Source: an optimization exercise on an open RTL-to-GDS flow (aim: small area, a short achievable clock period and few clock cycles). Production flows keep margins and buffers that such runs may drop.
Where RTL was checked, it was by simulation tests only, not by an equivalence proof against the original.
Power and IR drop assume default switching activity.

== oak ==
## write_batch_record_parser
module write_batch_record_parser (
  input  logic                clk_i,
  input  logic                rst_ni,
  input  logic                in_valid_i,
  output logic                in_ready_o,
  input  logic [41:0]         in_data_i,
  output logic                out_valid_o,
  input  logic                out_ready_i,
  output logic [143:0]        out_data_o,
  input  logic                cfg_valid_i,
  output logic                cfg_ready_o,
  input  logic                cfg_index_i,
  input  logic [31:0]         cfg_data_i
);
Size: roughly 260 flip-flops.
Settings: LEC_CHECK=0, CAP_MARGIN=20, CORE_MARGIN=2, CORE_UTILIZATION=40, SETUP_SLACK_MARGIN=3.7, SLEW_MARGIN=20; clock period 7.0 ns.
standard.sh (not shown) runs the stock make flow with config.mk's settings and CLKGATE_MAP_FILE= SYNTH_SCRIPT=/design/flow/synth_recipe.tcl, a recipe that flattens the netlist after the stock synthesis.
==> flow/flow/run.sh <==
#!/bin/bash
# The standard layout, with the port buffers made of buf_1 cells instead of the
# cell buffer_ports picks by itself (a delay cell four times the area).
set -euo pipefail
export BUFFER_PORTS_ARGS="-buffer_cell sky130_fd_sc_hd__buf_1"
bash standard.sh > standard.log 2>&1
Testbench counts of oak, summed over its fixed seeds: cycles 79,187.
Edits applied to the flow inputs when going from oak to pine:
- CTS_CLUSTER_SIZE: unset -> 30
- CORE_UTILIZATION: 40 -> 55
- CTS_BUF_LIST: unset -> sky130_fd_sc_hd__clkbuf_8
==> summary.txt <==
pine -> oak: fraction of the mapped netlist area in simple logic gates delta 0, exact match
pine ended with less maximum frequency than oak.
Routed wire length on pine is ahead of oak.
Side by side, final critical-path required period turned out higher in pine than in oak.
The lower peak supply drop came out of pine.
Met1 layer usage reported by global route (higher): pine
Here is what was changed in the inputs of birch compared with pine.
- CTS_CLUSTER_SIZE: 30 -> unset
- CORE_UTILIZATION: 55 -> 40
- SETUP_SLACK_MARGIN: 3.7 -> 3.0
- CTS_BUF_LIST: sky130_fd_sc_hd__clkbuf_8 -> unset
[summary]
- Fmax | birch vs pine | birch slower
- Sort pine and birch by power consumed by the clock network asc -> top: pine
- First-pass GRT wire length: pine vs birch, no meaningful difference
- [compare] base=pine new=birch: non-clock buffer count now sits lower; total routing usage reported by global routing now sits lower.

Another version of the RTL of write_batch_record_parser (not shown whole).
Size in the first run: about 260 flip-flops.
Settings: LEC_CHECK=0, CAP_MARGIN=20, CORE_MARGIN=2, CORE_UTILIZATION=40, CTS_BUF_LIST=sky130_fd_sc_hd__clkbuf_4, SETUP_SLACK_MARGIN=3.7, SLEW_MARGIN=20; clock period 7.0 ns.
Scripts as last shown in full above: flow/flow/run.sh
==> next run, changes <==
CORE_UTILIZATION = 60   (was 40)
CTS_BUF_LIST = not set   (was sky130_fd_sc_hd__clkbuf_4)
The changed run passed the timing, design-rule and antenna checks.
Clock-buffer cell count falls by 77.
Setup slack gets better by 33 ps.
Register-to-register slack hardly moves.
Design area falls by a few percent.
Clock skew falls by 42 ps.
First-iteration DRC count rises by a few percent.
Wire length falls by a little under a tenth.
Via count falls slightly.
Die area falls by a quarter to a third.
Sequential power hardly moves.
Power rises slightly.
==> next run, changes <==
CORE_UTILIZATION = 40   (was 60)
The changed run passed the timing, design-rule and antenna checks.
Final area rose by 1.7%.
Die area came out higher by 49%.
Setup slack improves by 12 ps.
Global-route usage came out lower by 8.4 points.
Wire length came out higher by 7.6%.
Power came out higher by 1.1%.
No functional check of the RTL was part of any run of this note.

## job 8852
write_batch_record_parser, a different RTL version from the one above (not shown whole).
Size in the first run: roughly 1,500 cells after synthesis, about 230 I/O pins.
export LEC_CHECK = 0
export CAP_MARGIN = 20
export CORE_MARGIN = 2
export CORE_UTILIZATION = 60
export GPL_TIMING_DRIVEN = 1
export SETUP_SLACK_MARGIN = 3.8
export SLEW_MARGIN = 20
create_clock -name core_clock -period 7.0 [get_ports {clk_i}]
Scripts as last shown in full above: flow/flow/run.sh
Testbench counts of job 8852, summed over its fixed seeds: cycles 79,187.
Input changes introduced in job 2564 (baseline for comparison: job 8852):
--- a/flow/config.mk
+++ b/flow/config.mk
@@ -10,2 +10,2 @@
-export CORE_UTILIZATION = 60
-export GPL_TIMING_DRIVEN = 1
+export CORE_UTILIZATION = 75
+export PLACE_DENSITY = 0.75
--- outcome ---
Flip-flop and latch share of the layout cell area (job 2564 over job 8852): increase, 0.87 points. Lower final-layout worst hold slack was reported by job 2564, not job 8852. Summary of job 2564 over job 8852: final cell count down about 4.3%; clock power now sits lower; wire length of the first global-routing pass higher. Post-placement worst setup slack, job 8852 and job 2564: higher on job 2564. Against job 8852 as the reference, job 2564 delivers a higher met3 capacity usage during global routing. From job 8852 to job 2564 the numbers moved as follows: worst slew margin relative to its limit down 3.5 points, number of cell rows down 11%. Height of the die ends up higher on job 8852. Total power for job 2564: 4.1% down relative to job 8852.
Inputs modified between job 2564 and job 8118:
--- a/flow/config.mk
+++ b/flow/config.mk
@@ -10,3 +10,2 @@
-export CORE_UTILIZATION = 75
-export PLACE_DENSITY = 0.75
-export SETUP_SLACK_MARGIN = 3.8
+export CORE_UTILIZATION = 60
+export SETUP_SLACK_MARGIN = 4.0
Per the final summary, job 8118 finished and its layout is clean on timing, DRC and antenna. From job 2564 to job 8118 the numbers moved as follows: final instance area rose about 9%, wire length rose 2000 um. Delta (job 8118 minus job 2564): met2 layer wire length in the routed design went up about 2.6%; die area increased by 4900 um^2 relative to the old numbers; worst setup margin saw a decrease; synthesized-area fraction occupied by ao, oa, aoi and oai cells stayed essentially flat. The fmax was comparable across job 8118 and job 2564.
> inputs changed (job 8118 -> job 3915)
--- a/flow/config.mk
+++ b/flow/config.mk
@@ -11 +11 @@
-export SETUP_SLACK_MARGIN = 4.0
+export SETUP_SLACK_MARGIN = 3.8
Findings:
In the tables for job 3915 and job 8118, area growth from synthesis to final layout reads higher with job 8118. Number of search-and-repair iterations in the first detailed-routing pass delta for job 3915 relative to job 8118: 2 higher. Status: portion of the clock cycle consumed by the worst path in the final layout parity (job 8118, job 3915). Relative to job 8118, hold slack has gone up in job 3915. Lower post-cts repair resize count goes to job 3915 over job 8118. Job 3915 packs its core looser than job 8118. Comparing the two runs side by side, job 3915 comes out ahead of job 8118 on final instance area. Comparing job 3915 and job 8118, the lower biggest fanout along the worst timing path is on job 8118. Row worst setup slack: job 3915 higher / job 8118 lower.
Modified inputs, job 6350 compared to job 3915
--- a/flow/config.mk
+++ b/flow/config.mk
@@ -10,0 +11,2 @@
+export CTS_CLUSTER_DIAMETER = 80
+export CTS_CLUSTER_SIZE = 40
==> summary.txt <==
Job 6350 completed; timing, DRC and antenna clean. Job 6350 -> job 3915: max-cap violation count delta 0, exact match. On area occupied by multi-input gates, job 6350 tracks job 3915 almost exactly. As far as mux cell area share after synthesis goes, job 3915 and job 6350 are indistinguishable; the numbers are identical. Changes observed in job 6350 relative to job 3915: minimum clock period closely matched the old numbers; switching share of total power increased by 2.7 points relative to the old numbers. Comparing job 3915 against job 6350, there is no change at all in sequential cell area fraction in the yosys report.

-- static timing again, ports no longer ideal --
The flow's constraints put no driver on any port. The routed layouts listed below were extracted and timed again, unchanged, in two steps. Step 1 sets driving cells, clkbuf_16 on the clock port and buf_2 on the other inputs (assumed; they add their load-dependent delay and slew). Step 2 also shifts input and output timing later by t, the mid clock arrival at the registers, as if the neighbouring blocks saw the same clock. Three values: ideal, step 1, step 2; two values: the first two.
| run | t, ns | setup slack, ns | hold slack, ns |
|---|---|---|---|
| oak | 0.619 | 3.617 / 3.498 / 3.090 | 0.511 / 0.511 / 0.511 |
| pine | 0.619 | 3.501 / 3.462 / 3.007 | 0.508 / 0.508 / 0.508 |
| birch | 0.629 | 3.122 / 3.101 / 2.584 | 0.494 / 0.494 / 0.494 |
| the first run of note 2 | 0.756 | 3.673 / 3.623 / 3.096 | 0.496 / 0.496 / 0.496 |
| the second run of note 2 | 0.595 | 3.705 / 3.653 / 3.214 | 0.483 / 0.483 / 0.483 |
| the third run of note 2 | 0.604 | 3.717 / 3.662 / 3.213 | 0.492 / 0.492 / 0.492 |
| job 8852 | 0.591 | 3.739 / 3.698 / 3.306 | 0.486 / 0.486 / 0.486 |
| job 2564 | 0.577 | 3.736 / 3.684 / 3.169 | 0.477 / 0.477 / 0.477 |
| job 8118 | 0.607 | 3.731 / 3.667 / 3.317 | 0.475 / 0.475 / 0.475 |
| job 3915 | 0.591 | 3.739 / 3.698 / 3.306 | 0.486 / 0.486 / 0.486 |
| job 6350 | 0.559 | 3.741 / 3.693 / 3.298 | 0.496 / 0.496 / 0.496 |
After both steps setup and hold are still met in every run listed. The setup slack of the first run of note 2, which loses most, moves by -0.050 ns with the drivers and by -0.577 ns with both steps.
